What follows belongs to an exercise in optimizing a design on an open flow for a short achievable clock period and few clock cycles; a production flow would make more cautious choices.
The RTL was checked by simulation tests, not by an equivalence proof against the original design.
No activity file was given, so power comes from the tool's default toggle rates.

==> design/flow/design.v <==
`timescale 1ns/100ps
package cache_pkg;
	typedef logic [16-1:0] addr_t;
	typedef logic [32-1:0] data_t;
	typedef logic [3-1:0] index_t;
	typedef logic [(16 - 3)-1:0] tag_t;
	typedef logic [3-1:0] way_t;
	typedef logic [3-1:0] id_t;
	typedef struct packed {
		addr_t addr;
		data_t data;
		logic we;
		id_t id;
	} core_req_t;
	typedef struct packed {
		data_t data;
		id_t id;
	} core_rsp_t;
	typedef struct packed {
		addr_t addr;
		data_t data;
		logic we;
		id_t id;
		way_t way;	 
	} miss_entry_t;
	typedef struct packed {
		index_t index;
		way_t way;
		tag_t tag;
		data_t data;
		logic dirty;
	} fill_t;
	typedef struct packed {
		tag_t tag;
		logic valid;
		logic dirty;
	} victim_t;
	typedef struct packed {
		logic cyc;
		logic stb;
		logic we;
		addr_t adr;
		data_t dat;
	} wb_m2s_t;
	typedef struct packed {
		logic ack;
		data_t dat;
	} wb_s2m_t;
	typedef enum logic [1:0] {
		st_idle,
		st_evict,
		st_fetch,
		st_fill
	} refill_state_e;
endpackage
`timescale 1ns/100ps
module l2_cache (
	input logic clk,
	input logic reset,
	input logic req_valid_i,
	input cache_pkg::core_req_t req_i,
	output logic stall_o,
	output logic rsp_valid_o,
	output cache_pkg::core_rsp_t rsp_o,
	output cache_pkg::wb_m2s_t wb_o,
	input cache_pkg::wb_s2m_t wb_i
);
	localparam int AB = 16;
	localparam int DB = 32;
	localparam int IB = 3;
	localparam int WB = 3;
	localparam int TB = (16 - 3);
	localparam int S = (1 << 3);
	localparam int W = (1 << 3);
	localparam int N = S * W;	 
	localparam int LB = WB + IB;
	localparam int IDB = 3;
	localparam int NID = 1 << IDB;
	localparam int FQB = 3;	 
	localparam int FQD = 1 << FQB;
	localparam int WQB = 3;	 
	localparam int WQD = 1 << WQB;
	localparam int RMD = 4;	 
	localparam int PFD = 4;	 
	logic m_v, k_v, stall_q;
	logic [AB-1:0] m_addr, k_addr;
	logic m_we, k_we;
	logic [DB-1:0] m_wd, k_wd;
	logic [IDB-1:0] m_id, k_id;
	logic [S-1:0] m_oh, k_oh;
	logic push, m_free, a_load, l_adv, l_conf;
	logic [S-1:0] in_oh;
	assign push = req_valid_i & ~stall_q;
	assign m_free = ~m_v | l_adv;
	assign stall_o = stall_q;
	always_comb begin
		in_oh = '0;
		in_oh[req_i.addr[IB-1:0]] = 1'b1;
	end
	always_ff @(posedge clk or negedge reset) begin
		if (!reset) begin
			m_v <= 1'b0;
			k_v <= 1'b0;
			stall_q <= 1'b0;
		end else if (m_free) begin
			m_v <= k_v | push;
			k_v <= k_v & push;
			stall_q <= k_v & push;
		end else begin
			k_v <= k_v | push;
			stall_q <= k_v | push;
		end
	end
	always_ff @(posedge clk) begin
		if (m_free) begin
			if (k_v) begin
				m_addr <= k_addr; m_we <= k_we; m_wd <= k_wd; m_id <= k_id; m_oh <= k_oh;
			end else begin
				m_addr <= req_i.addr; m_we <= req_i.we; m_wd <= req_i.data; m_id <= req_i.id; m_oh <= in_oh;
			end
		end
		if (push & ~(m_free & ~k_v)) begin
			k_addr <= req_i.addr; k_we <= req_i.we; k_wd <= req_i.data; k_id <= req_i.id; k_oh <= in_oh;
		end
	end
	logic [TB-1:0] tag_q [N];
	logic [DB-1:0] dat_q [N];
	logic [N-1:0] val_q;	 
	logic [N-1:0] dty_q;	 
	logic [N-1:0] pnd_q;	 
	logic [N-1:0] dvl_q;	 
	logic [N-1:0] reu_q;	 
	logic [N-1:0] pfb_q;	 
	logic [WB-1:0] rr_q [S];	 
	logic a_v, a_we, a_hit, a_bad, a_started;
	logic start_l;	 
	logic [AB-1:0] a_addr;
	logic [DB-1:0] a_wd;
	logic [IDB-1:0] a_id;
	logic [S-1:0] a_oh;
	logic [N-1:0] a_match, a_vic;
	logic [N-1:0] a_sel;	 
	logic [WB-1:0] a_vidx;
	logic [N-1:0] a_al;	 
	logic a_alany;	 
	logic a_dvl;	 
	logic a_vdty;	 
	logic [AB-1:0] wq_addr [WQD];
	logic [DB-1:0] wq_dat [WQD];
	logic [WQD-1:0] wq_v;
	logic [WQB:0] wq_cnt;
	logic [FQB:0] fq_cnt;
	logic cyc_q, we_q;
	logic [AB-1:0] adr_q;
	logic [N-1:0] m_tm, m_match;
	logic m_same, m_hit, m_evm;
	always_comb begin
		for (int e = 0; e < N; e++)
			m_tm[e] = m_oh[e % S] & val_q[e] & (tag_q[e] == m_addr[AB-1:IB]);
		m_same = a_alany & (a_addr == m_addr);
		m_match = ((m_tm & ~a_al) | (a_al & {N{m_same}})) & {N{m_v}};
		m_hit = |m_match;
		m_evm = |(m_tm & a_al & val_q & dty_q);
	end
	logic q_v, q_we, q_hit;
	logic [AB-1:0] q_addr;
	logic [DB-1:0] q_wd;
	logic [IDB-1:0] q_id;
	logic [S-1:0] q_oh;
	logic [N-1:0] q_match;
	logic q_evm;	 
	logic [N-1:0] f_line, k_match;
	logic lw;	 
	logic l_same, l_dvl, l_bad;
	always_comb begin
		l_conf = q_v & a_alany & (a_addr[IB-1:0] == q_addr[IB-1:0]);
		l_same = a_v & (a_addr == q_addr);
		l_dvl = (|(q_match & (dvl_q | f_line))) | (l_same & a_we);
		k_match = (q_match & ~a_al) | (a_al & {N{a_alany & l_same}});
	end
	assign l_adv = a_load & ~l_conf;
	always_ff @(posedge clk or negedge reset) begin
		if (!reset) q_v <= 1'b0;
		else if (l_adv) q_v <= m_v;
	end
	always_ff @(posedge clk) begin
		if (l_adv) begin
			q_addr <= m_addr;
			q_we <= m_we;
			q_wd <= m_wd;
			q_id <= m_id;
			q_oh <= m_oh;
			q_match <= m_match;
			q_hit <= m_hit;
			q_evm <= m_evm;
		end else begin
			q_match <= k_match;
			q_hit <= |k_match;
			q_evm <= |(q_match & a_al & val_q & dty_q);
		end
	end
	logic [1:0] age_q [N];	 
	logic [N-1:0] ra_q;	 
	logic [W-1:0] vr_w [S];
	logic [W-1:0] vr_pw [S];	 
	logic [S-1:0] vr_ok, vr_pf;
	for (genvar s = 0; s < S; s++) begin : g_vr
		logic [W-1:0] v, cc_o, cd_o, cc_y, cd_y, av, rro, pick, ppick;
		always_comb begin
			for (int w = 0; w < W; w++) begin
				v[w] = val_q[w*S+s];
				av[w] = ~pnd_q[w*S+s];
				cc_y[w] = av[w] & ~reu_q[w*S+s] & ~dty_q[w*S+s] & ~pfb_q[w*S+s];
				cd_y[w] = av[w] & ~reu_q[w*S+s] & ~pfb_q[w*S+s];
				cc_o[w] = cc_y[w] & age_q[w*S+s][1];
				cd_o[w] = cd_y[w] & age_q[w*S+s][1];
			end
			rro = '0;
			rro[rr_q[s]] = 1'b1;
			pick = '0;
			if (|(~v)) begin
				for (int w = W - 1; w >= 0; w--) if (~v[w]) begin pick = '0; pick[w] = 1'b1; end
			end else if (|cc_o) begin
				for (int w = W - 1; w >= 0; w--) if (cc_o[w]) begin pick = '0; pick[w] = 1'b1; end
			end else if (|cd_o) begin
				for (int w = W - 1; w >= 0; w--) if (cd_o[w]) begin pick = '0; pick[w] = 1'b1; end
			end else if (|cc_y) begin
				for (int w = W - 1; w >= 0; w--) if (cc_y[w]) begin pick = '0; pick[w] = 1'b1; end
			end else if (|cd_y) begin
				for (int w = W - 1; w >= 0; w--) if (cd_y[w]) begin pick = '0; pick[w] = 1'b1; end
			end else if (|(rro & av)) begin
				pick = rro;
			end else begin
				for (int w = W - 1; w >= 0; w--) if (av[w]) begin pick = '0; pick[w] = 1'b1; end
			end
			ppick = '0;
			if (|(~v)) begin
				for (int w = W - 1; w >= 0; w--) if (~v[w]) begin ppick = '0; ppick[w] = 1'b1; end
			end else if (|cc_o) begin
				for (int w = W - 1; w >= 0; w--) if (cc_o[w]) begin ppick = '0; ppick[w] = 1'b1; end
			end else begin
				for (int w = W - 1; w >= 0; w--) if (cc_y[w]) begin ppick = '0; ppick[w] = 1'b1; end
			end
		end
		always_ff @(posedge clk or negedge reset) begin
			if (!reset) begin
				vr_w[s] <= '0;
				vr_ok[s] <= 1'b0;
				vr_pf[s] <= 1'b0;
				vr_pw[s] <= '0;
			end else begin
				vr_pw[s] <= ppick;
				vr_w[s] <= pick;
				vr_ok[s] <= |av;
				vr_pf[s] <= |(~v) | (|cc_y);
			end
		end
	end
	logic [W-1:0] m_vw, k2_vw;
	logic [N-1:0] m_vic, k2_vic, q_vic;
	logic [WB-1:0] m_vidx, k2_vidx, q_vidx, l_vidx;
	logic m_vok, k2_vok, q_vok, l_vok, l_vdty;
	logic [N-1:0] l_vic;
	always_comb begin
		m_vw = '0;
		m_vok = 1'b0;
		k2_vw = '0;
		k2_vok = 1'b0;
		for (int s = 0; s < S; s++) begin
			m_vw = m_vw | (vr_w[s] & {W{m_oh[s]}});
			m_vok = m_vok | (vr_ok[s] & m_oh[s]);
			k2_vw = k2_vw | (vr_w[s] & {W{q_oh[s]}});
			k2_vok = k2_vok | (vr_ok[s] & q_oh[s]);
		end
		m_vidx = '0;
		k2_vidx = '0;
		for (int w = 0; w < W; w++) begin
			if (m_vw[w]) m_vidx = m_vidx | w[WB-1:0];
			if (k2_vw[w]) k2_vidx = k2_vidx | w[WB-1:0];
		end
		for (int w = 0; w < W; w++)
			for (int s = 0; s < S; s++) begin
				m_vic[w*S+s] = m_vw[w] & m_oh[s];
				k2_vic[w*S+s] = k2_vw[w] & q_oh[s];
			end
		m_vok = m_vok & ~(|(m_vic & (ra_q | a_al)));
		k2_vok = k2_vok & ~(|(k2_vic & (ra_q | a_al)));
	end
	always_ff @(posedge clk) begin
		if (l_adv) begin
			q_vic <= m_vic;
			q_vidx <= m_vidx;
			q_vok <= m_vok;
		end else begin
			q_vic <= k2_vic;
			q_vidx <= k2_vidx;
			q_vok <= k2_vok;
		end
	end
	always_comb begin
		l_vic = q_vic;
		l_vidx = q_vidx;
		l_vok = q_vok;
		l_vdty = |(q_vic & ((val_q & dty_q) | (a_match & {N{a_we}})));
		l_bad = ~q_hit & (~l_vok | (wq_cnt >= WQD - 1) |
			(~q_we & ((fq_cnt >= FQD - 1) | lw | q_evm)));
	end
	logic [W-1:0] h_vw;
	logic [WB-1:0] h_vidx;
	logic [N-1:0] h_vic;
	logic h_vok, h_wqm, h_bad, h_vdty;
	always_comb begin
		h_vw = '0;
		h_vok = 1'b0;
		for (int s = 0; s < S; s++) begin
			h_vw = h_vw | (vr_w[s] & {W{a_oh[s]}});
			h_vok = h_vok | (vr_ok[s] & a_oh[s]);
		end
		h_vidx = '0;
		for (int w = 0; w < W; w++) if (h_vw[w]) h_vidx = h_vidx | w[WB-1:0];
		for (int w = 0; w < W; w++)
			for (int s = 0; s < S; s++)
				h_vic[w*S+s] = h_vw[w] & a_oh[s];
		h_vok = h_vok & ~(|(h_vic & ra_q));
		h_vdty = |(h_vic & val_q & dty_q);
		h_wqm = cyc_q & we_q & (adr_q == a_addr);
		for (int i = 0; i < WQD; i++) h_wqm = h_wqm | (wq_v[i] & (wq_addr[i] == a_addr));
		h_bad = ~a_hit & (~h_vok | (wq_cnt >= WQD) |
			(~a_we & ((fq_cnt >= FQD - 1) | h_wqm)));
	end
	assign a_load = ~a_v | ~a_bad;
	always_ff @(posedge clk or negedge reset) begin
		if (!reset) begin
			a_v <= 1'b0;
			a_bad <= 1'b0;
			a_alany <= 1'b0;
		end else if (a_load) begin
			a_v <= q_v & ~l_conf;
			a_bad <= q_v & ~l_conf & l_bad;
			a_alany <= q_v & ~l_conf & ~q_hit & ~l_bad;
		end else begin
			a_bad <= h_bad;
			a_alany <= ~h_bad;
		end
	end
	always_ff @(posedge clk) begin
		if (a_load) begin
			a_addr <= q_addr;
			a_we <= q_we;
			a_wd <= q_wd;
			a_id <= q_id;
			a_oh <= q_oh;
			a_match <= q_match & {N{~l_conf}};
			a_hit <= q_hit;
			a_dvl <= l_dvl;
			a_vdty <= l_vdty;
			a_started <= start_l;
			a_vic <= l_vic;
			a_vidx <= l_vidx;
			a_sel <= q_match | (l_vic & {N{~q_hit}});
		end else begin
			a_vic <= h_vic;
			a_vidx <= h_vidx;
			a_sel <= h_vic;
			a_vdty <= h_vdty;
		end
	end
	always_ff @(posedge clk or negedge reset) begin
		if (!reset) a_al <= '0;
		else if (a_load) a_al <= l_vic & {N{q_v & ~l_conf & ~q_hit & ~l_bad}};
		else a_al <= h_vic & {N{~h_bad}};
	end
	logic a_go, a_rhit, a_park, a_miss, v_dty;
	logic [WB-1:0] a_hway;
	logic [DB-1:0] hit_dat, vic_dat;
	logic [TB-1:0] vic_tag;
	always_comb begin
		a_go = a_v & ~a_bad;
		a_rhit = a_v & a_hit & ~a_we & a_dvl;	 
		a_park = a_v & a_hit & ~a_we & ~a_dvl;
		a_miss = a_alany;
		v_dty = a_vdty;
		a_hway = '0;
		for (int w = 0; w < W; w++) if (|a_match[w*S +: S]) a_hway = a_hway | w[WB-1:0];
		hit_dat = '0;
		vic_tag = '0;
		for (int e = 0; e < N; e++) begin
			hit_dat = hit_dat | (dat_q[e] & {DB{a_sel[e]}});
			vic_tag = vic_tag | (tag_q[e] & {TB{a_sel[e]}});
		end
		vic_dat = hit_dat;
	end
	logic fetch_ack, cur_pf;
	logic [WB-1:0] cur_way;
	logic [IDB-1:0] cur_id;
	logic f_v;
	logic [S-1:0] f_oh;
	logic [W-1:0] f_wo;
	logic [LB-1:0] f_idx;
	logic [DB-1:0] f_dat;
	always_ff @(posedge clk or negedge reset) begin
		if (!reset) f_v <= 1'b0;
		else f_v <= fetch_ack;
	end
	always_comb begin
		for (int w = 0; w < W; w++)
			for (int s = 0; s < S; s++)
				f_line[w*S+s] = f_v & f_oh[s] & f_wo[w];
	end
	always_ff @(posedge clk) begin
		if (fetch_ack) begin
			f_oh <= '0;
			f_oh[adr_q[IB-1:0]] <= 1'b1;
			f_wo <= '0;
			f_wo[cur_way] <= 1'b1;
			f_idx <= {cur_way, adr_q[IB-1:0]};
			f_dat <= wb_i.dat;
		end
	end
	logic [AB-1:0] rm_nx [RMD];	 
	logic [RMD-1:0] rm_v;
	logic [1:0] rm_wr;
	logic [AB-1:0] sn_addr;	 
	logic sn_v;
	logic [2:0] pf_ahead;	 
	logic [AB-1:0] pf_addr;	 
	logic [S-1:0] pf_oh;
	logic trig_s, trig_n, pf_restart, e_s, e_n;
	logic t_s, t_n;	 
	logic [AB-1:0] t_nx;	 
	logic [AB-1:0] a_addr_nx, pf_addr_d;
	assign a_addr_nx = a_addr + 1'b1;
	always_comb begin
		e_s = a_go & (((t_s | t_n) & (a_addr == t_nx)) | (~(t_s | t_n) & sn_v & (a_addr == sn_addr)));
		e_n = 1'b0;
		for (int i = 0; i < RMD; i++) e_n = e_n | (rm_v[i] & (rm_nx[i] == a_addr));
		e_n = e_n & a_miss;
		trig_s = t_s;
		trig_n = t_n & ~t_s;
		pf_restart = trig_n | (trig_s & (pf_ahead == 3'd0));
	end
	always_ff @(posedge clk or negedge reset) begin
		if (!reset) begin
			t_s <= 1'b0;
			t_n <= 1'b0;
		end else begin
			t_s <= e_s;
			t_n <= e_n;
		end
	end
	always_ff @(posedge clk) t_nx <= a_addr_nx;
	logic [N-1:0] p_match, p_vic;
	logic [W-1:0] p_vw;
	logic p_vok, p_clean, p_wqm;
	logic [S-1:0] tch_q;	 
	logic p1_look, p1_ok;
	always_comb begin
		p_vw = '0;
		p_vok = 1'b0;
		for (int s = 0; s < S; s++) begin
			p_vw = p_vw | (vr_pw[s] & {W{pf_oh[s]}});
			p_vok = p_vok | (vr_pf[s] & pf_oh[s]);
		end
		for (int w = 0; w < W; w++)
			for (int s = 0; s < S; s++) begin
				p_match[w*S+s] = pf_oh[s] & val_q[w*S+s] & (tag_q[w*S+s] == pf_addr[AB-1:IB]);
				p_vic[w*S+s] = p_vw[w] & pf_oh[s];
			end
		p_clean = |(pf_oh & ~tch_q);
		p_wqm = cyc_q & we_q & (adr_q == pf_addr);
		for (int i = 0; i < WQD; i++) p_wqm = p_wqm | (wq_v[i] & (wq_addr[i] == pf_addr));
	end
	logic p2_v, p2_hit, p2_vany, p2_conf, p2_wqm, p2_done, p2_alloc, p2_clean;
	logic [AB-1:0] p2_addr;
	logic [W-1:0] p2_vw;
	logic [S-1:0] p2_oh;
	logic [WB-1:0] p2_vidx;
	logic pf_wait;
	logic [AB-1:0] pf_faddr;	 
	logic [WB-1:0] pf_way;
	always_comb begin
		p2_conf = (m_v & (m_addr[IB-1:0] == p2_addr[IB-1:0])) | (q_v & (q_addr[IB-1:0] == p2_addr[IB-1:0])) |
			(a_v & (a_addr[IB-1:0] == p2_addr[IB-1:0]));
		p2_done = p2_v & ~p2_conf;
		p2_alloc = p2_done & ~p2_hit & p2_vany & p2_clean & ~p2_wqm;
		p2_vidx = '0;
		for (int w = 0; w < W; w++) if (p2_vw[w]) p2_vidx = w[WB-1:0];
		p1_look = sn_v & ~pf_wait & ~p2_v & (pf_ahead < PFD) & ~pf_restart;
		p1_ok = p1_look & p_clean & ~(m_v & (m_addr[IB-1:0] == pf_addr[IB-1:0])) & ~(q_v & (q_addr[IB-1:0] == pf_addr[IB-1:0])) &
			~(a_v & (a_addr[IB-1:0] == pf_addr[IB-1:0]));
		pf_addr_d = pf_restart ? t_nx : (pf_addr + 1'b1);
	end
	logic start_p;
	always_ff @(posedge clk or negedge reset) begin
		if (!reset) begin
			rm_v <= '0;
			rm_wr <= '0;
			sn_v <= 1'b0;
			pf_ahead <= '0;
			p2_v <= 1'b0;
			pf_wait <= 1'b0;
		end else begin
			if (a_miss) begin
				rm_v[rm_wr] <= 1'b1;
				rm_wr <= rm_wr + 1'b1;
			end
			if (trig_s | trig_n) sn_v <= 1'b1;
			if (pf_restart) pf_ahead <= '0;
			else pf_ahead <= pf_ahead - {2'b0, trig_s} + {2'b0, p2_done};
			p2_v <= p1_ok;
			if (p2_alloc) pf_wait <= 1'b1;
			else if (start_p) pf_wait <= 1'b0;
		end
	end
	always_ff @(posedge clk) begin
		if (a_miss) rm_nx[rm_wr] <= a_addr_nx;
		if (trig_s | trig_n) sn_addr <= t_nx;
		if (pf_restart | p2_done) begin
			pf_addr <= pf_addr_d;
			pf_oh <= '0;
			pf_oh[pf_addr_d[IB-1:0]] <= 1'b1;
		end
		if (p1_ok) begin
			p2_addr <= pf_addr;
			p2_oh <= pf_oh;
			p2_hit <= |p_match;
			p2_vw <= p_vw;
			p2_vany <= p_vok;
			p2_clean <= p_clean;
			p2_wqm <= p_wqm;	 
		end
		if (p2_alloc) begin
			pf_faddr <= p2_addr;
			pf_way <= p2_vidx;
		end
	end
	for (genvar w = 0; w < W; w++) begin : g_w
		for (genvar s = 0; s < S; s++) begin : g_s
			localparam int E = w * S + s;
			logic use_e, wr_e, al_e, fl_e, pa_e;
			assign use_e = a_match[E];	 
			assign wr_e = use_e & a_we;	 
			assign al_e = a_al[E];	 
			assign fl_e = f_v & f_oh[s] & f_wo[w];	 
			assign pa_e = p2_alloc & p2_oh[s] & p2_vw[w];	 
			assign al_vec[E] = al_e;
			assign pa_vec[E] = pa_e;
			always_ff @(posedge clk or negedge reset) begin
				if (!reset) begin
					val_q[E] <= 1'b0;
					dty_q[E] <= 1'b0;
					pnd_q[E] <= 1'b0;
					dvl_q[E] <= 1'b0;
					reu_q[E] <= 1'b0;
					pfb_q[E] <= 1'b0;
				end else if (al_e) begin
					val_q[E] <= 1'b1;
					dty_q[E] <= a_we;
					pnd_q[E] <= ~a_we;
					dvl_q[E] <= a_we;
					reu_q[E] <= 1'b0;
					pfb_q[E] <= 1'b0;
				end else if (pa_e) begin
					val_q[E] <= 1'b1;
					dty_q[E] <= 1'b0;
					pnd_q[E] <= 1'b1;
					dvl_q[E] <= 1'b0;
					reu_q[E] <= 1'b0;
					pfb_q[E] <= 1'b1;
				end else begin
					if (use_e) begin
						reu_q[E] <= reu_q[E] | ~pfb_q[E];
						pfb_q[E] <= 1'b0;
					end
					if (wr_e) begin
						dty_q[E] <= 1'b1;
						dvl_q[E] <= 1'b1;
					end
					if (fl_e) begin
						pnd_q[E] <= 1'b0;
						dvl_q[E] <= 1'b1;
					end
				end
			end
			always_ff @(posedge clk) begin
				if (al_e) tag_q[E] <= a_addr[AB-1:IB];
				else if (pa_e) tag_q[E] <= p2_addr[AB-1:IB];
				if (wr_e | (al_e & a_we)) dat_q[E] <= a_wd;
				else if (fl_e & ~dvl_q[E]) dat_q[E] <= f_dat;
			end
		end
	end
	logic [N-1:0] al_vec, pa_vec;
	for (genvar w = 0; w < W; w++) begin : g_age
		for (genvar s = 0; s < S; s++) begin : g_as
			localparam int E = w * S + s;
			logic set_al;
			assign set_al = (a_miss & a_oh[s]) | (p2_alloc & p2_oh[s]);
			always_ff @(posedge clk or negedge reset) begin
				if (!reset) age_q[E] <= 2'd3;
				else if (al_vec[E] | pa_vec[E]) age_q[E] <= 2'd0;
				else if (set_al & (age_q[E] != 2'd3)) age_q[E] <= age_q[E] + 2'd1;
			end
		end
	end
	always_ff @(posedge clk or negedge reset) begin
		if (!reset) tch_q <= '0;
		else tch_q <= (a_oh & {S{a_alany | (a_v & a_hit & a_we)}}) | (p2_oh & {S{p2_alloc}});
	end
	always_ff @(posedge clk or negedge reset) begin
		if (!reset) begin
			ra_q <= '0;
		end else begin
			ra_q <= al_vec | pa_vec;
		end
	end
	logic lw_m, lw_q, lw_d;
	always_comb begin
		lw_m = cyc_q & we_q & (adr_q == m_addr);
		lw_q = cyc_q & we_q & (adr_q == q_addr);
		for (int i = 0; i < WQD; i++) begin
			lw_m = lw_m | (wq_v[i] & (wq_addr[i] == m_addr));
			lw_q = lw_q | (wq_v[i] & (wq_addr[i] == q_addr));
		end
		lw_d = l_adv ? lw_m : lw_q;
	end
	always_ff @(posedge clk or negedge reset) begin
		if (!reset) lw <= 1'b0;
		else lw <= lw_d;
	end
	for (genvar s = 0; s < S; s++) begin : g_rr
		always_ff @(posedge clk or negedge reset) begin
			if (!reset) rr_q[s] <= '0;
			else if (a_miss & a_oh[s]) rr_q[s] <= rr_q[s] + 1'b1;
		end
	end
	logic [AB-1:0] fq_addr [FQD];
	logic [WB-1:0] fq_way [FQD];
	logic [IDB-1:0] fq_id [FQD];
	logic [FQB-1:0] fq_rd, fq_wr;
	logic fq_push, fq_pop, fq_need;
	logic [WQB-1:0] wq_rd, wq_wr;
	logic wq_push, wq_pop;
	logic bus_free, start_f, start_b, start_w;
	assign fq_need = a_miss & ~a_we & ~a_started;
	assign fq_push = fq_need & ~start_b;
	assign wq_push = a_miss & v_dty;
	always_ff @(posedge clk or negedge reset) begin
		if (!reset) begin
			fq_rd <= '0;
			fq_wr <= '0;
			fq_cnt <= '0;
			wq_rd <= '0;
			wq_wr <= '0;
			wq_v <= '0;
			wq_cnt <= '0;
		end else begin
			if (fq_push) fq_wr <= fq_wr + 1'b1;
			if (fq_pop) fq_rd <= fq_rd + 1'b1;
			fq_cnt <= fq_cnt + {{FQB{1'b0}}, fq_push} - {{FQB{1'b0}}, fq_pop};
			if (wq_push) begin
				wq_wr <= wq_wr + 1'b1;
				wq_v[wq_wr] <= 1'b1;
			end
			if (wq_pop) begin
				wq_rd <= wq_rd + 1'b1;
				wq_v[wq_rd] <= 1'b0;
			end
			wq_cnt <= wq_cnt + {{WQB{1'b0}}, wq_push} - {{WQB{1'b0}}, wq_pop};
		end
	end
	always_ff @(posedge clk) begin
		if (fq_push) begin
			fq_addr[fq_wr] <= a_addr;
			fq_way[fq_wr] <= a_vidx;
			fq_id[fq_wr] <= a_id;
		end
		if (wq_push) begin
			wq_addr[wq_wr] <= {vic_tag, a_addr[IB-1:0]};
			wq_dat[wq_wr] <= vic_dat;
		end
	end
	logic [DB-1:0] wdat_q;
	assign fetch_ack = cyc_q & ~we_q & wb_i.ack;
	assign bus_free = ~cyc_q | wb_i.ack;
	assign start_f = bus_free & (fq_cnt != 0);
	assign start_b = bus_free & (fq_cnt == 0) & fq_need;
	assign start_l = bus_free & (fq_cnt == 0) & ~fq_need & ~pf_wait & ~(|wq_v) &
		l_adv & q_v & ~q_we & ~q_hit & ~l_bad;
	assign start_p = bus_free & (fq_cnt == 0) & ~fq_need & pf_wait;
	assign start_w = bus_free & (fq_cnt == 0) & ~fq_need & ~pf_wait & (|wq_v);
	assign fq_pop = start_f;
	assign wq_pop = start_w;
	assign wb_o.cyc = cyc_q;
	assign wb_o.stb = cyc_q;
	assign wb_o.we = o_we;
	assign wb_o.adr = o_adr;
	assign wb_o.dat = wdat_q;
	always_ff @(posedge clk or negedge reset) begin
		if (!reset) cyc_q <= 1'b0;
		else if (bus_free) cyc_q <= start_f | start_b | start_l | start_p | start_w;
	end
	logic [AB-1:0] adr_d, o_adr;
	logic o_we;
	always_comb begin
		adr_d = wq_addr[wq_rd];
		if (start_f) adr_d = fq_addr[fq_rd];
		else if (start_b) adr_d = a_addr;
		else if (start_l) adr_d = q_addr;
		else if (start_p) adr_d = pf_faddr;
	end
	always_ff @(posedge clk or negedge reset) begin
		if (!reset) begin
			o_adr <= '0;
			o_we <= 1'b0;
		end else if (start_f | start_b | start_l | start_p | start_w) begin
			o_adr <= adr_d;
			o_we <= start_w;
		end
	end
	always_ff @(posedge clk) begin
		if (start_f | start_b | start_l | start_p | start_w) begin
			adr_q <= adr_d;
			we_q <= start_w;
		end
		if (start_f) begin
			we_q <= 1'b0;
			adr_q <= fq_addr[fq_rd];
			cur_way <= fq_way[fq_rd];
			cur_id <= fq_id[fq_rd];
			cur_pf <= 1'b0;
		end else if (start_b) begin
			we_q <= 1'b0;
			adr_q <= a_addr;
			cur_way <= a_vidx;
			cur_id <= a_id;
			cur_pf <= 1'b0;
		end else if (start_l) begin
			we_q <= 1'b0;
			adr_q <= q_addr;
			cur_way <= l_vidx;
			cur_id <= q_id;
			cur_pf <= 1'b0;
		end else if (start_p) begin
			we_q <= 1'b0;
			adr_q <= pf_faddr;
			cur_way <= pf_way;
			cur_pf <= 1'b1;
		end else if (start_w) begin
			we_q <= 1'b1;
			adr_q <= wq_addr[wq_rd];
			wdat_q <= wq_dat[wq_rd];
		end
	end
	logic [NID-1:0] w_v, w_rdy, w_fill;
	logic [LB-1:0] w_line [NID];
	logic [DB-1:0] w_dat [NID];
	logic [NID-1:0] w_pick;
	logic w_any, fill_direct, fill_park;
	logic [DB-1:0] w_pdat;
	logic [IDB-1:0] w_pid;
	always_comb begin
		for (int i = 0; i < NID; i++) w_fill[i] = f_v & w_v[i] & ~w_rdy[i] & (w_line[i] == f_idx);
		w_any = |w_rdy;
		w_pick = '0;
		for (int i = NID - 1; i >= 0; i--) if (w_rdy[i]) begin w_pick = '0; w_pick[i] = 1'b1; end
		w_pdat = '0;
		w_pid = '0;
		for (int i = 0; i < NID; i++) begin
			w_pdat = w_pdat | (w_dat[i] & {DB{w_pick[i]}});
			w_pid = w_pid | (i[IDB-1:0] & {IDB{w_pick[i]}});
		end
		fill_direct = fetch_ack & ~cur_pf & ~a_rhit & ~w_any;
		fill_park = fetch_ack & ~cur_pf & ~fill_direct;
	end
	logic rsp_v_q;
	logic [DB-1:0] rsp_dat_q;
	logic [IDB-1:0] rsp_id_q;
	always_ff @(posedge clk or negedge reset) begin
		if (!reset) begin
			rsp_v_q <= 1'b0;
			w_v <= '0;
			w_rdy <= '0;
		end else begin
			rsp_v_q <= a_rhit | w_any | fill_direct;
			for (int i = 0; i < NID; i++) begin
				if (~a_rhit & w_pick[i]) begin
					w_v[i] <= 1'b0;
					w_rdy[i] <= 1'b0;
				end
				if (w_fill[i]) w_rdy[i] <= 1'b1;
				if (a_park & (a_id == i[IDB-1:0])) begin
					w_v[i] <= 1'b1;
					w_rdy[i] <= f_v & ({a_hway, a_addr[IB-1:0]} == f_idx);
				end
				if (fill_park & (cur_id == i[IDB-1:0])) begin
					w_v[i] <= 1'b1;
					w_rdy[i] <= 1'b1;
				end
			end
		end
	end
	always_ff @(posedge clk) begin
		for (int i = 0; i < NID; i++) begin
			if (w_fill[i]) w_dat[i] <= f_dat;
			if (a_park & (a_id == i[IDB-1:0])) begin
				w_line[i] <= {a_hway, a_addr[IB-1:0]};
				w_dat[i] <= f_dat;
			end
			if (fill_park & (cur_id == i[IDB-1:0])) w_dat[i] <= wb_i.dat;
		end
		if (a_rhit) begin
			rsp_dat_q <= hit_dat;
			rsp_id_q <= a_id;
		end else if (w_any) begin
			rsp_dat_q <= w_pdat;
			rsp_id_q <= w_pid;
		end else if (fill_direct) begin
			rsp_dat_q <= wb_i.dat;
			rsp_id_q <= cur_id;
		end
	end
	assign rsp_valid_o = rsp_v_q;
	assign rsp_o.data = rsp_dat_q;
	assign rsp_o.id = rsp_id_q;
endmodule
`timescale 1ns/100ps
module l2_cache_top (
	input logic clk,
	input logic rst_n,
	input logic req_valid,
	input logic [15:0] req_addr,
	input logic [31:0] req_wdata,
	input logic req_we,
	input logic [2:0] req_id,
	output logic stall,
	output logic rsp_valid,
	output logic [31:0] rsp_data,
	output logic [2:0] rsp_id,
	output logic wb_cyc,
	output logic wb_stb,
	output logic wb_we,
	output logic [15:0] wb_adr,
	output logic [31:0] wb_dat_w,
	input logic wb_ack,
	input logic [31:0] wb_dat_r
);
	cache_pkg::core_req_t req;
	cache_pkg::core_rsp_t rsp;
	cache_pkg::wb_m2s_t wb_m2s;
	cache_pkg::wb_s2m_t wb_s2m;
	assign req.addr = req_addr;
	assign req.data = req_wdata;
	assign req.we = req_we;
	assign req.id = req_id;
	assign rsp_data = rsp.data;
	assign rsp_id = rsp.id;
	assign wb_cyc = wb_m2s.cyc;
	assign wb_stb = wb_m2s.stb;
	assign wb_we = wb_m2s.we;
	assign wb_adr = wb_m2s.adr;
	assign wb_dat_w = wb_m2s.dat;
	assign wb_s2m.ack = wb_ack;
	assign wb_s2m.dat = wb_dat_r;
	l2_cache cache_i (
		.clk(clk),
		.reset(rst_n),
		.req_valid_i(req_valid),
		.req_i(req),
		.stall_o(stall),
		.rsp_valid_o(rsp_valid),
		.rsp_o(rsp),
		.wb_o(wb_m2s),
		.wb_i(wb_s2m)
	);
endmodule
==> design/flow/run.sh <==
#!/bin/bash
# synth_recipe.tcl (not shown) runs the flow's synth.tcl, then flattens the netlist and writes it again
# the make line also repeats each setting of config.mk as NAME=value (left out here)
make -C /OpenROAD-flow-scripts/flow DESIGN_CONFIG=/design/flow/config.mk WORK_HOME=/design/flow/orfs CLKGATE_MAP_FILE= SYNTH_SCRIPT=/design/flow/synth_recipe.tcl finish
==> design/flow/config.mk <==
export PLATFORM = sky130hd
export DESIGN_NAME = l2_cache_top
export DESIGN_NICKNAME = l2_cache_top
export VERILOG_FILES = /design/flow/design.v
export SDC_FILE = /design/flow/constraint.sdc
export NUM_CORES = 4
export LEC_CHECK = 0
export ABC_CLOCK_PERIOD_IN_PS = 2500
export CAP_MARGIN = 20
export CORE_MARGIN = 2
export CORE_UTILIZATION = 35
export PLACE_DENSITY = 0.45
export SETUP_SLACK_MARGIN = 2.5
export SLEW_MARGIN = 20
export TNS_END_PERCENT = 100
==> design/flow/constraint.sdc <==
create_clock -name core_clock -period 5.5 [get_ports {clk}]
set_input_delay 1.1000 -clock core_clock [delete_from_list [all_inputs] [get_ports {clk}]]
set_output_delay 1.1000 -clock core_clock [all_outputs]
set_load 0.01 [all_outputs]
==> results of run 1 <==
==> cells in the mapped netlist (220+ instances only) <==
cell type,instances,area share (%)
a21oi_1,756,1.3
a221oi_1,742,2.3
a22o_1,817,2.5
a22oi_1,289,0.76
buf_1,424,0.56
clkbuf_1,1866,2.5
dfrtp_1,773,6.8
dfxtp_1,220,1.5
edfxtp_1,4353,46
inv_1,400,0.53
mux2_2,3105,12
nand2_1,1190,1.6
nand3_1,424,0.75
nand4_1,894,2.0
nor2_1,742,0.98
nor4_1,295,0.65
o21ai_0,804,1.4
o22ai_1,230,0.51
xnor2_1,2327,7.2
xor2_1,259,0.80
==> layout make-up <==
cell class                      instances  area (sq um)
Timing Repair inverter                  3          26.3
Inverter                              403          1580
Tap cell                            10800         13500
Multi-Input combinational cell      14600        127000
Antenna cell                          393           983
Fill cell                           74800        450000
Timing Repair Buffer                 3119         38500
Sequential cell                      5474        158000
Clock inverter                        342          3190
Clock buffer                          884         18200
==> stage by stage <==
stage               setup WS (ns)  util, %  instance area (sq um)
floorplan                    1.65        -                 285000
detailed placement          0.874     37.7                 306000
global placement            0.720     37.6                 305000
finish                       1.96     44.6                 361000
global route                 2.03     44.5                 361000
CTS                          2.00     42.7                 346000
==> power by group <==
part | internal (mW) | switching [mW] | leakage, nW
clock network | 24.8 | 20.3 | 10.4
logic | 36.7 | 81.1 | 61.5
registers | 59.0 | 11.6 | 52.1
total | 120 | 113 | 124
==> cells by family after synthesis <==
| kind of cell | Yosys count | share of synthesized area [%] |
|---|---|---|
| simple gates | 4302 | 7.64 |
| flops | 5474 | 55.5 |
| buf+inv | 2866 | 3.89 |
| mux | 3408 | 14.1 |
| compound gates | 4179 | 10.3 |
| fa+ha+maj | 151 | 0.673 |
| xor+xnor | 2586 | 7.97 |
==> timing repair <==
action,4_1_cts,5_1_grt
buffers inserted,815,529
endpoints found under the hold margin,1,0
resized for setup,2078,1522
pin swaps,312,411
setup endpoints to repair,5425,2481
hold buffers,1,0
cloned,104,113
==> registers in the layout, indices dropped and copies added (netlist names), 128 cells and up <==
| signal | count |
|---|---|
| cache_i.w_dat | 256 |
| cache_i.age_q | 128 |
| cache_i.wq_addr | 128 |
| cache_i.tag_q | 832 |
| cache_i.wq_dat | 256 |
| cache_i.dat_q | 2048 |
| cache_i.fq_addr | 128 |
==> worst max path at each step <==
| stage | cells past startpoint | from | endpoint |
|---|---|---|---|
| after floorplan | 8 | cache_i.a_addr[1] | cache_i.k_addr[0] |
| after global placement | 10 | cache_i.a_oh[7] | cache_i.a_al[56] |
| after detailed placement | 12 | wb_ack | cache_i.adr_q[13] |
| after CTS | 13 | cache_i.a_addr[3] | cache_i.a_al[30] |
| after global routing | 12 | cache_i.m_addr[9] | cache_i.q_hit |
| final | 9 | cache_i.tag_q[57][5] | cache_i.q_hit |
==> per-layer routing <==
metal	share of wire (%)	wire length, microns
met1	36	801000
met2	38	844000
met3	14	319000
met4	11	241000
met5	0.060	1320
==> flow_summary_export.csv, run 1 <==
group,metric,value,unit
worst_setup_path,timing.rr.end,"cache_i.q_hit",
logic_synthesis,synth_seq_cells,5474,
sta,setup_viol,0,
clock_tree,numClockSinks,5474,
drt,dr.pass1.iters,9,
worst_setup_path,endpoint_kind,"flop",
grt,grt_max_degree,139,
drt,vias_per_cell,7.09,
grt,grt_pass1_wl,2660000,microns
drt,drc,0,
worst_hold_path,min_to,"cache_i.q_wd[26]",
logic_synthesis,synthesis.area,0.284,sq mm
place,gp_congestion,1.09,
clock_tree,cts.clk_slew.worst_paths,0.06,ns
die,initial_core_util,35.1,%
worst_setup_path,worstPathArrival,4.63,ns
logic_synthesis,synth.distinct_cells,95,
logic_synthesis,synthCells,23000,
cells_and_area,drive_gt1_share,37.3,%
worst_setup_path,worstSetupStartpointType,"flop",
clock_tree,clk_latency,1.25,ns
worst_setup_path,cp_slowest_cell,"edfxtp_1",
drt,wl_per_cell,61.2,microns
drt,detail-route-antenna-nets,1,
worst_hold_path,hold_path.startpoint,"cache_i.m_wd[26]",
die,core,0.811,sq mm
worst_setup_path,path_cells,"xnor2_1, nand4_1, or4_4, nor2_4, a21oi_2, o211ai_1, or4_4, nor3_4, a22oi_1",
die,std_cell_rows,331,
clock_tree,cts_buffers,668,
place,portBuffers,175,
grt,grt_pass1_vias,221000,
sta,fmax,282,MHz
worst_setup_path,reg2regPathDepth,9,
grt,met3_usage,21.8,%
sta,clock_skew,0.0911,ns
die,die_w,905,microns
sta,fin_tns_setup,0,ns
worst_setup_path,crit_family,"simple AND/OR/NAND/NOR gates",
sta,rsz0062_at_grt,"yes",
clock_tree,cts_root_buffer,"clkbuf_16",
worst_setup_path,cp_num_buf_inv,0,
logic_synthesis,synth_warnings,9,
flow_run,cap_viol_max_count,0,
worst_setup_path,r2r-start,"cache_i.tag_q[57][5]",
sta,relSlewSlack,4.92,%
grt,antenna_found_initial,353,
outcome,status,"complete, but fails checks",
clock_tree,cts_tree,"built",
worst_setup_path,reg2reg_slack,1.96,ns
power,pwr_density_cell,646,mW/mm^2
logic_synthesis,async_reset_ff_share,16.5,%
cells_and_area,final_cell_mix,"edfxtp_1, mux2_2, xnor2_1, buf_4, nand2_1",
worst_setup_path,max_stage_delay,1.11,ns
grt,globalRouteMet1Util,62.9,%
logic_synthesis,synth-edff-count,4353,
place,dpl.cell_count,32900,
sta,worst_pin_slew,1.43,ns
logic_synthesis,synth.avg_cell_area,12.4,sq um
worst_setup_path,cp.required,6.59,ns
sta,drv_slew,0,
place,post-dp-hpwl,1410000,microns
cells_and_area,fin_nets,24500,
die,ios,176,
worst_setup_path,worst-setup-path-type,"flop to flop",
logic_synthesis,seq_area_frac_synth,55.5,%
cells_and_area,area_growth,27.1,%
grt,met2_usage,67.1,%
grt,grt_usage,50.5,%
cells_and_area,layout_commonest_cell,"edfxtp_1",
die,dieArea,0.819,sq mm
power,finalPower,233,mW
logic_synthesis,synth-main-ff-cell,"edfxtp_1",
outcome,so.violations,"antenna rules",
worst_setup_path,worstPathMaxFanout,3,
sta,holdWs,0.411,ns
grt,gr-total-overflow,0,
grt,top_usage_layer,"met2",
power,peakVddDrop,0.531,mV
cells_and_area,stdcell_count,36100,
worst_hold_path,hold_path.class,"flop to flop",
clock_tree,cts_max_path_buffers,4,
worst_setup_path,crit_top_cell,"or4_4",
sta,layout_min_cycle_time,3.54,ns
worst_hold_path,hold_depth,0,
sta,hold_viol_final,0,
logic_synthesis,syn_nets,23200,
power,power.leakage,124,nW
drt,first_iter_violations,50100,
die,die_h,905,microns
clock_tree,htree_levels,6,
sta,finalCritPeriodShare,64.4,%
drt,vias,256000,
drt,wl,2210000,microns
Testbench counts, summed over its fixed seeds: cycles 36,099.
==> run 2: changes to the inputs <==
--- a/design/flow/design.v
+++ b/design/flow/design.v
@@ -2,8 +2,8 @@
 package cache_pkg;
 	typedef logic [16-1:0] addr_t;
 	typedef logic [32-1:0] data_t;
-	typedef logic [3-1:0] index_t;
-	typedef logic [(16 - 3)-1:0] tag_t;
+	typedef logic [2-1:0] index_t;
+	typedef logic [(16 - 2)-1:0] tag_t;
 	typedef logic [3-1:0] way_t;
 	typedef logic [3-1:0] id_t;
 	typedef struct packed {
@@ -67,10 +67,10 @@
 );
 	localparam int AB = 16;
 	localparam int DB = 32;
-	localparam int IB = 3;
+	localparam int IB = 2;
 	localparam int WB = 3;
-	localparam int TB = (16 - 3);
-	localparam int S = (1 << 3);
+	localparam int TB = (16 - 2);
+	localparam int S = (1 << 2);
 	localparam int W = (1 << 3);
 	localparam int N = S * W;	 
 	localparam int LB = WB + IB;
@@ -309,6 +309,7 @@
 	logic [WB-1:0] h_vidx;
 	logic [N-1:0] h_vic;
 	logic h_vok, h_wqm, h_bad, h_vdty;
+	logic aw, aw_a;
 	always_comb begin
 		h_vw = '0;
 		h_vok = 1'b0;
@@ -323,8 +324,7 @@
 				h_vic[w*S+s] = h_vw[w] & a_oh[s];
 		h_vok = h_vok & ~(|(h_vic & ra_q));
 		h_vdty = |(h_vic & val_q & dty_q);
-		h_wqm = cyc_q & we_q & (adr_q == a_addr);
-		for (int i = 0; i < WQD; i++) h_wqm = h_wqm | (wq_v[i] & (wq_addr[i] == a_addr));
+		h_wqm = aw;
 		h_bad = ~a_hit & (~h_vok | (wq_cnt >= WQD) |
 			(~a_we & ((fq_cnt >= FQD - 1) | h_wqm)));
 	end
@@ -474,13 +474,13 @@
 	logic [AB-1:0] p2_addr;
 	logic [W-1:0] p2_vw;
 	logic [S-1:0] p2_oh;
+	logic [N-1:0] p2_line;
 	logic [WB-1:0] p2_vidx;
 	logic pf_wait;
 	logic [AB-1:0] pf_faddr;	 
 	logic [WB-1:0] pf_way;
 	always_comb begin
-		p2_conf = (m_v & (m_addr[IB-1:0] == p2_addr[IB-1:0])) | (q_v & (q_addr[IB-1:0] == p2_addr[IB-1:0])) |
-			(a_v & (a_addr[IB-1:0] == p2_addr[IB-1:0]));
+		p2_conf = m_v & (m_addr[IB-1:0] == p2_addr[IB-1:0]);
 		p2_done = p2_v & ~p2_conf;
 		p2_alloc = p2_done & ~p2_hit & p2_vany & p2_clean & ~p2_wqm;
 		p2_vidx = '0;
@@ -525,6 +525,7 @@
 			p2_oh <= pf_oh;
 			p2_hit <= |p_match;
 			p2_vw <= p_vw;
+			p2_line <= p_vic;
 			p2_vany <= p_vok;
 			p2_clean <= p_clean;
 			p2_wqm <= p_wqm;	 
@@ -542,7 +543,7 @@
 			assign wr_e = use_e & a_we;	 
 			assign al_e = a_al[E];	 
 			assign fl_e = f_v & f_oh[s] & f_wo[w];	 
-			assign pa_e = p2_alloc & p2_oh[s] & p2_vw[w];	 
+			assign pa_e = p2_alloc & p2_line[E];	 
 			assign al_vec[E] = al_e;
 			assign pa_vec[E] = pa_e;
 			always_ff @(posedge clk or negedge reset) begin
@@ -623,6 +624,13 @@
 			lw_q = lw_q | (wq_v[i] & (wq_addr[i] == q_addr));
 		end
 		lw_d = l_adv ? lw_m : lw_q;
+		aw_a = cyc_q & we_q & (adr_q == a_addr);
+		for (int i = 0; i < WQD; i++) aw_a = aw_a | (wq_v[i] & (wq_addr[i] == a_addr));
+	end
+	always_ff @(posedge clk or negedge reset) begin
+		if (!reset) aw <= 1'b0;
+		else if (a_load) aw <= lw_q | q_evm | lw;
+		else aw <= aw_a;
 	end
 	always_ff @(posedge clk or negedge reset) begin
 		if (!reset) lw <= 1'b0;
--- a/design/flow/config.mk
+++ b/design/flow/config.mk
@@ -9,7 +9,6 @@
 export CAP_MARGIN = 20
 export CORE_MARGIN = 2
 export CORE_UTILIZATION = 35
-export PLACE_DENSITY = 0.45
-export SETUP_SLACK_MARGIN = 2.5
+export SETUP_SLACK_MARGIN = 2.0
 export SLEW_MARGIN = 20
 export TNS_END_PERCENT = 100
==> flow_summary_export.csv, run 2 <==
group,metric,value,unit
worst_setup_path,path_cells,"buf_12, a22oi_1, nand3_1, or4_1",
sta,holdWs,0.0847,ns
power,pwr_density_cell,576,mW/mm^2
place,dpl.cell_count,20100,
cells_and_area,final_cell_mix,"edfxtp_1, mux2_2, xnor2_1, nand2_1, xor2_1",
drt,wl_per_cell,41.1,microns
worst_setup_path,worstSetupStartpointType,"flop",
drt,drc,0,
place,post-dp-hpwl,548000,microns
worst_setup_path,worstPathArrival,4.32,ns
logic_synthesis,syn_nets,14100,
logic_synthesis,synth_seq_cells,3525,
cells_and_area,area_growth,14.2,%
logic_synthesis,synthesis.area,0.179,sq mm
clock_tree,cts_root_buffer,"clkbuf_16",
drt,vias_per_cell,6.53,
logic_synthesis,synth-edff-count,2907,
logic_synthesis,synth_warnings,9,
logic_synthesis,synth-main-ff-cell,"edfxtp_1",
drt,first_iter_violations,24300,
logic_synthesis,synth.avg_cell_area,12.8,sq um
cells_and_area,fin_nets,14000,
die,ios,176,
sta,layout_min_cycle_time,3.78,ns
worst_setup_path,cp_slowest_cell,"a22oi_1",
grt,grt_pass1_wl,1140000,microns
clock_tree,hold_buffers,0,
logic_synthesis,synth_top_cell_by_area,"edfxtp_1",
cells_and_area,top_regs,"cache_i.dat_q: 1024 flops, cache_i.tag_q: 448 flops",
cells_and_area,stdcell_count,20900,
sta,relSlewSlack,-1.77,%
cells_and_area,layout_commonest_cell,"edfxtp_1",
sta,rsz0062_at_grt,"yes",
worst_setup_path,max_stage_delay,1.21,ns
sta,finalCritPeriodShare,68.8,%
die,std_cell_rows,262,
die,core,0.508,sq mm
worst_setup_path,worstPathMaxFanout,24,
drt,dr.pass1.iters,7,
power,p_int,67.2,mW
power,switchingPower,50.1,mW
worst_setup_path,worst-setup-path-type,"flop to flop",
clock_tree,cts_buffers,388,
grt,grt_max_degree,108,
die,die_h,718,microns
clock_tree,htree_levels,5,
cells_and_area,post-route-util,40.1,%
power,peakVddDrop,0.543,mV
clock_tree,cts_max_path_buffers,4,
sta,worst_pin_slew,1.53,ns
cells_and_area,drive_gt1_share,25.0,%
cells_and_area,nFillCells,47500,
worst_setup_path,cp.required,6.04,ns
logic_synthesis,yosysTopAreaCellShare,48.9,%
cells_and_area,regMostFlops,"cache_i.dat_q",
sta,clock_skew,0.110,ns
grt,gr-total-overflow,0,
grt,antenna_found_initial,97,
sta,drv_slew,1,
drt,vias,137000,
flow_run,cap_viol_max_count,0,
power,p_seq_share,39.0,%
die,dieArea,0.516,sq mm
clock_tree,cts.clk_slew.worst_paths,0.06,ns
power,finalPower,117,mW
sta,fin_tns_setup,0,ns
sta,setup_viol,0,
sta,hold_viol_final,0,
clock_tree,numClockSinks,3525,
outcome,status,"complete, but fails checks",
die,initial_core_util,35.1,%
power,clock_power_share,22.9,%
logic_synthesis,async_reset_ff_share,14.0,%
worst_setup_path,endpoint_kind,"flop",
place,portBuffers,175,
drt,detail-route-antenna-nets,0,
drt,wl,861000,microns
logic_synthesis,synth.most_common_cell,"edfxtp_1",
cells_and_area,largest_register_ffs,1024,
clock_tree,cts_tree,"built",
logic_synthesis,synth.distinct_cells,104,
power,power.leakage,68.6,nW
outcome,so.violations,"slew limit",
logic_synthesis,synth_commonest_cells,"edfxtp_1, mux2_2, clkbuf_1, xnor2_1, nand2_1",
logic_synthesis,seq_area_frac_synth,57.3,%
clock_tree,clk_latency,1.05,ns
logic_synthesis,synthCells,13900,
grt,grt_usage,32.0,%
power,switching_share,42.7,%
logic_synthesis,ys_top_cells_by_area,"edfxtp_1, mux2_2, dfrtp_1",
grt,grt_pass1_vias,127000,
place,gp_congestion,1.07,
power,comb_power_share,38.1,%
die,die_w,718,microns
worst_hold_path,hold_path.class,"input pin to asynchronous set/reset pin",
sta,fmax,264,MHz
[run 2: worst paths after layout]
kind                            depth (start not counted)                endpoint  slack [ns]              start
worst max-delay path                                    4  cache_i.wq_addr[7][12]        1.72  cache_i.a_sel[12]
worst min-delay path                                    1        cache_i.val_q[8]        0.08              rst_n
worst max register to register                          4  cache_i.wq_addr[7][12]        1.72  cache_i.a_sel[12]
worst min register to register                          0        cache_i.q_wd[22]        0.35   cache_i.m_wd[22]
max in group asynchronous                               2      cache_i.vr_w[3][2]        3.88              rst_n
min in group core_clock                                 0        cache_i.q_wd[22]        0.35   cache_i.m_wd[22]
[run 2: repair_timing]
item / CTS / global route
pin swaps: 12 / 12
buffers inserted: 40 / 27
gates resized for setup: 36 / 59
endpoints found under the setup margin: 990 / 925
cloned: 3 / 8
[run 2: cells by family after synthesis]
family          share of synthesized area (%)
simple gates                             8.19
fa+ha+maj                               0.664
compound gates                           8.28
flops                                    57.3
mux                                      13.7
xor+xnor                                 8.59
buf+inv                                  3.28
[run 2: final cells by class]
class | instances | area, sq um | area share [%]
timing repair inverter | 1 | 7.51 | 0.00368
inverter | 177 | 688 | 0.338
antenna | 59 | 148 | 0.0724
multi-input combinational | 8913 | 72000 | 35.3
clock buffer | 487 | 10400 | 5.09
tap | 6732 | 8420 | 4.13
timing repair buffer | 798 | 7480 | 3.67
clock inverter | 228 | 2420 | 1.19
sequential | 3525 | 102000 | 50.2
[run 2: per-layer routing]
metal	share of wire (%)	global-route usage, %
met5	0.054	0.0832
met3	14	11.9
met1	36	40.5
met4	8.3	21.1
met2	41	45.6
[run 2: through the flow]
stage                     instance area (sq um)  setup WS (ns)
after global placement                   189000          0.551
after floorplan                          179000           1.67
after global routing                     204000           2.00
after detailed placement                 190000          0.538
after CTS                                203000           1.87
final                                    204000           1.72
[run 2: worst max-delay path, delay by kind of cell, from the launching register on]
family	cells	cell delay (ns)
AOI/OAI and AO/OA	1	1.21
buffers and inverters	1	0.30
DFF	1	0.54
and+or+nand+nor	2	1.18
[run 2: power by group through the flow]
| stage | combinational, mW | sequential, mW | clock (mW) |
|---|---|---|---|
| 4_1_cts | 42.0 | 45.4 | 26.9 |
| 2_1_floorplan | 24.9 | 40.2 | 0 |
| 3_3_place_gp | 40.8 | 46.0 | 0 |
| 6_report | 44.7 | 45.8 | 26.9 |
| 3_5_place_dp | 41.2 | 46.1 | 0 |
| 5_1_grt | 45.1 | 45.9 | 27.8 |
Testbench counts of run 2, summed over its fixed seeds: cycles 39,968.

-- port drivers added, routing unchanged --
No port has a modelled driver above. Below, the same layouts with a new extraction and two added sets of constraints. Step 1: set_driving_cell puts a clkbuf_16 on clk and a buf_2 on each other input, an assumption about the parent block. Step 2, shift: input delay + t, output delay - t, t = (earliest + latest rising clock arrival at the registers) / 2. This alone moves slack from input paths to output paths. Slacks: ideal / step 1 / step 2; pairs: ideal / step 1.
run	shift t [ns]	setup WS [ns]	clock arrival spread, ns	worst register clock-pin slew, ns	worst data-port slew with drivers (ns)
run 1	1.351	1.959 / 1.959 / 1.353	0.101 / 0.101	0.07 / 0.07	0.28
run 2	1.110	1.717 / 1.717 / 1.134	0.115 / 0.115	0.07 / 0.07	0.19
For run 1, which loses most, drivers alone change the setup slack by 0.000 ns; drivers and shift together by -0.606 ns.
